Background: an optimization exercise with open tools, aiming at small area, a short achievable clock period and few clock cycles per item. Do not read the settings as production practice.
RTL that was checked went through simulation tests only; none was proved equivalent to the original.
Power figures rest on the tool's default switching activity, not on a simulated workload.

Setup of try-sierra:
==> flow/design.v (excerpt) <==
module status_led_animator (
  input  logic             clk,
  input  logic             rst_n,
  input  logic             in_valid,
  output logic             in_ready,
  input  logic [1:0]       in_kind,
  input  logic [2:0]       in_new_mode,
  output logic             out_valid,
  input  logic             out_ready,
  output logic             out_show,
  output logic [7:0]       out_red,
  output logic [7:0]       out_green,
  output logic [7:0]       out_blue,
  input  logic             cfg_we,
  input  logic [2:0]       cfg_index,
  input  logic [23:0]      cfg_wdata
);
For scale: about 470 flip-flops.
Settings: LEC_CHECK=0, CAP_MARGIN=20, CORE_MARGIN=2, CORE_UTILIZATION=60, PLACE_DENSITY=0.72, SETUP_SLACK_MARGIN=4.3, SLEW_MARGIN=20; clock period 7.5 ns.
run.sh (not shown) runs the stock make flow with config.mk's settings and CLKGATE_MAP_FILE= SYNTH_SCRIPT=/design/flow/synth_recipe.tcl, a recipe that flattens the netlist after the stock synthesis.
Testbench counts of try-sierra, summed over its fixed seeds: cycles 32,198, items 32,000.
### try-sierra -> try-garnet
diff --git a/flow/design.v b/flow/design.v
--- a/flow/design.v
+++ b/flow/design.v
@@ -14,20 +14,21 @@
   localparam logic [23:0] RST_WALK  = 24'h00FF00;
   localparam logic [23:0] RST_DIZZY = 24'hFFBF00;
   localparam logic [23:0] RST_ALARM = 24'hFF0000;
   localparam logic [23:0] RST_FLASH = 24'hA000FF;
 endpackage
 `timescale 1ns / 1ps
 module sla_lane (
   input  logic       clk,
   input  logic       alarm,      
   input  logic       neg,        
+  input  logic       en,         
   input  logic       step,       
   input  logic       ld_base,    
   input  logic       ld_f,       
   input  logic       ld_w,       
   input  logic [7:0] c,          
   input  logic [7:0] f,          
   input  logic [7:0] w,          
   output logic [7:0] q
 );
   logic [7:0]  q_r;
@@ -349,21 +350,22 @@
     dk_r <= {d_r[13], d_r} + k;
   end
   logic [15:0] t, tm;
   logic        adj;
   assign t   = {2'b0, r_r} + {{2{d_r[13]}}, d_r};
   assign tm  = {2'b0, r_r} + {dk_r[14], dk_r};
   assign adj = up ? !tm[15] : t[15];
   logic [7:0] qs;
   assign qs = q_r + (up ? 8'd1 : 8'hFF);
   always_ff @(posedge clk) begin
-    if (ld_base) begin
+    if (!en) begin
+    end else if (ld_base) begin
       q_r <= {2'b0, b_r[10:5]};
       r_r <= r0;
     end else if (ld_f || ld_w) begin
       q_r <= ld_f ? f : w;
       r_r <= '0;
     end else if (step) begin
       if (adj) q_r <= qs;
       r_r <= adj ? tm[13:0] : t[13:0];
     end
   end
@@ -444,52 +446,60 @@
   logic        busy_r;      
   logic [11:0] k_r;         
   logic        cu_neg_r;    
   logic        out_valid_r, show_r;
   logic [6:0]  sel_r;       
   logic [1:0]  kind;
   logic [2:0]  nm;
   assign kind = e0_r[4:3];
   assign nm   = e0_r[2:0];
   logic       lane_neg;
-  logic [1:0] ctl_prev_r, st_r;
-  logic       settling;
-  assign settling = (ctl_prev_r != {alarm_r, lane_neg}) || (st_r != 2'd0);
+  logic [1:0] st_r;
+  logic       settling, ctl_chg;
+  assign settling = (st_r != 2'd0);
   logic go, out_free;
   assign go       = v0_r && !cw_r && !cu_r && !busy_r && !settling;
   assign out_free = !out_valid_r || out_ready;
   assign pop      = go && out_free;
   logic tick, set_ok;
   assign tick   = (kind == sla_pkg::KIND_TICK);
   assign set_ok = (kind == sla_pkg::KIND_SET) && (nm <= 3'd5);
   logic       el_wrap, fl_end;
   logic [2:0] step_inc;
   assign el_wrap  = (fl_el_r == 8'(sla_pkg::FLASH_STEP_TICKS - 1));
   assign step_inc = fl_step_r + 3'd1;
   assign fl_end   = fl_act_r && el_wrap && (step_inc == 3'(sla_pkg::FLASH_STEP_COUNT));
   logic sat;
   assign sat = (pos_r == 12'(sla_pkg::FADE_TICKS));
-  logic lane_step, ld_base, ld_f, ld_w;
+  logic lane_en, lane_step, ld_base, ld_f, ld_w;
+  logic tick_go, set_go;
   assign lane_neg  = busy_r ? cu_neg_r : dn_r;
-  logic tick_go;
   assign tick_go   = go && tick && (alarm_r || (rec_r && !sat));
-  assign lane_step = (busy_r && !settling) || (tick_go && out_free);
-  assign ld_base   = (cu_r && alarm_r) || (pop && set_ok && nm == sla_pkg::MODE_ALARM);
+  assign set_go    = go && set_ok && (nm == sla_pkg::MODE_ALARM || nm == sla_pkg::MODE_RECOVER);
+  assign lane_step = busy_r || tick_go;
+  assign ld_base   = (cu_r && alarm_r) || (set_go && nm == sla_pkg::MODE_ALARM);
   assign ld_f      = (cu_r && rec_r && pos_r < 12'd1500) ||
-                     (pop && set_ok && nm == sla_pkg::MODE_RECOVER);
+                     (set_go && nm == sla_pkg::MODE_RECOVER);
   assign ld_w      = cu_r && rec_r && pos_r >= 12'd1500;
+  assign lane_en   = cu_r || (busy_r && !settling) || ((tick_go || set_go) && out_free);
+  assign ctl_chg = (pop && set_ok && ((nm == sla_pkg::MODE_ALARM) != alarm_r || dn_r)) ||
+                   (pop && tick && alarm_r &&
+                    (pos_r == 12'(sla_pkg::PULSE_PERIOD / 2 - 1) ||
+                     pos_r == 12'(sla_pkg::PULSE_PERIOD - 1))) ||
+                   cu_r || (busy_r && !settling && k_r == 12'd1);
   logic [7:0] lane_q [3];
   for (genvar i = 0; i < 3; i++) begin : g_lane
     sla_lane u_lane (
       .clk     (clk),
       .alarm   (alarm_r),
       .neg     (lane_neg),
+      .en      (lane_en),
       .step    (lane_step),
       .ld_base (ld_base),
       .ld_f    (ld_f),
       .ld_w    (ld_w),
       .c       (col_r[4][8*i +: 8]),
       .f       (col_r[3][8*i +: 8]),
       .w       (col_r[2][8*i +: 8]),
       .q       (lane_q[i])
     );
   end
@@ -504,36 +514,34 @@
       mode_r      <= 3'd0;
       alarm_r     <= 1'b0;
       rec_r       <= 1'b0;
       pos_r       <= '0;
       dn_r        <= 1'b0;
       fl_act_r    <= 1'b0;
       fl_step_r   <= '0;
       fl_el_r     <= '0;
       cw_r        <= 1'b0;
       cu_r        <= 1'b0;
-      ctl_prev_r  <= '0;
       st_r        <= 2'd3;
       busy_r      <= 1'b0;
       k_r         <= '0;
       cu_neg_r    <= 1'b0;
       out_valid_r <= 1'b0;
       show_r      <= 1'b0;
       sel_r       <= '0;
     end else begin
       cw_r <= cfg_we;
       cu_r <= cw_r;
-      ctl_prev_r <= {alarm_r, lane_neg};
       if (cfg_we)
         st_r <= 2'd3;
-      else if (ctl_prev_r != {alarm_r, lane_neg})
-        st_r <= (st_r >= 2'd2) ? st_r - 2'd1 : 2'd1;
+      else if (ctl_chg)
+        st_r <= (st_r == 2'd3) ? 2'd3 : 2'd2;
       else if (st_r != 2'd0)
         st_r <= st_r - 2'd1;
       if (cu_r) begin
         cu_neg_r <= !alarm_r && pos_r >= 12'd1500;
         k_r      <= k_init;
         busy_r   <= (k_init != 12'd0);
       end else if (busy_r && !settling) begin
         k_r    <= k_r - 12'd1;
         busy_r <= (k_r != 12'd1);
       end
--- outcome ---
try-garnet completed every stage of the flow, and the final layout passed the timing, DRC and antenna checks. Of try-sierra and try-garnet, the lower weighted congestion at the end of routability-driven global placement belongs to try-garnet. try-garnet: distinct cell type count of the synthesized netlist 5.6% above try-sierra. try-garnet vs try-sierra — internal power rose about 4.7%. Looking only at worst setup slack, and setting everything else aside, the higher value of try-sierra and try-garnet goes to try-garnet. Going from try-sierra to try-garnet, width of the die comparable, fraction of area in multi-input gates comparable, final core area utilization now smaller, count of antenna diodes in the layout now smaller, clock network fraction of total power now larger.
Function not checked in try-garnet: the RTL went through the layout flow alone.

==> re-timing with driven ports <==
In the flow no input, the clock included, has a driving cell. The finished layouts below were timed again as built, in two steps.
Step 1: set_driving_cell puts a clkbuf_16 on clk and a buf_2 on each other input, an assumption about the parent block.
Step 2 times the ports against the registers' clock, not the clock port: input delays grow and output delays shrink by t, the midpoint of the rising clock arrivals with the driver on.
Three values: ideal ports, drivers, drivers and shift; two values: the first two.
run | shift t [ns] | setup WS [ns] | worst setup path after step 2 | worst slew at a driven data input, ns
try-sierra | 0.658 | 4.090 / 4.028 / 3.760 | input to register | 0.05
try-garnet | 0.657 | 4.114 / 4.052 / 3.822 | input to register | 0.04
After both steps every run listed still meets setup and hold. The setup slack of try-sierra, which loses most, moves by -0.062 ns with the drivers and by -0.330 ns with both steps.
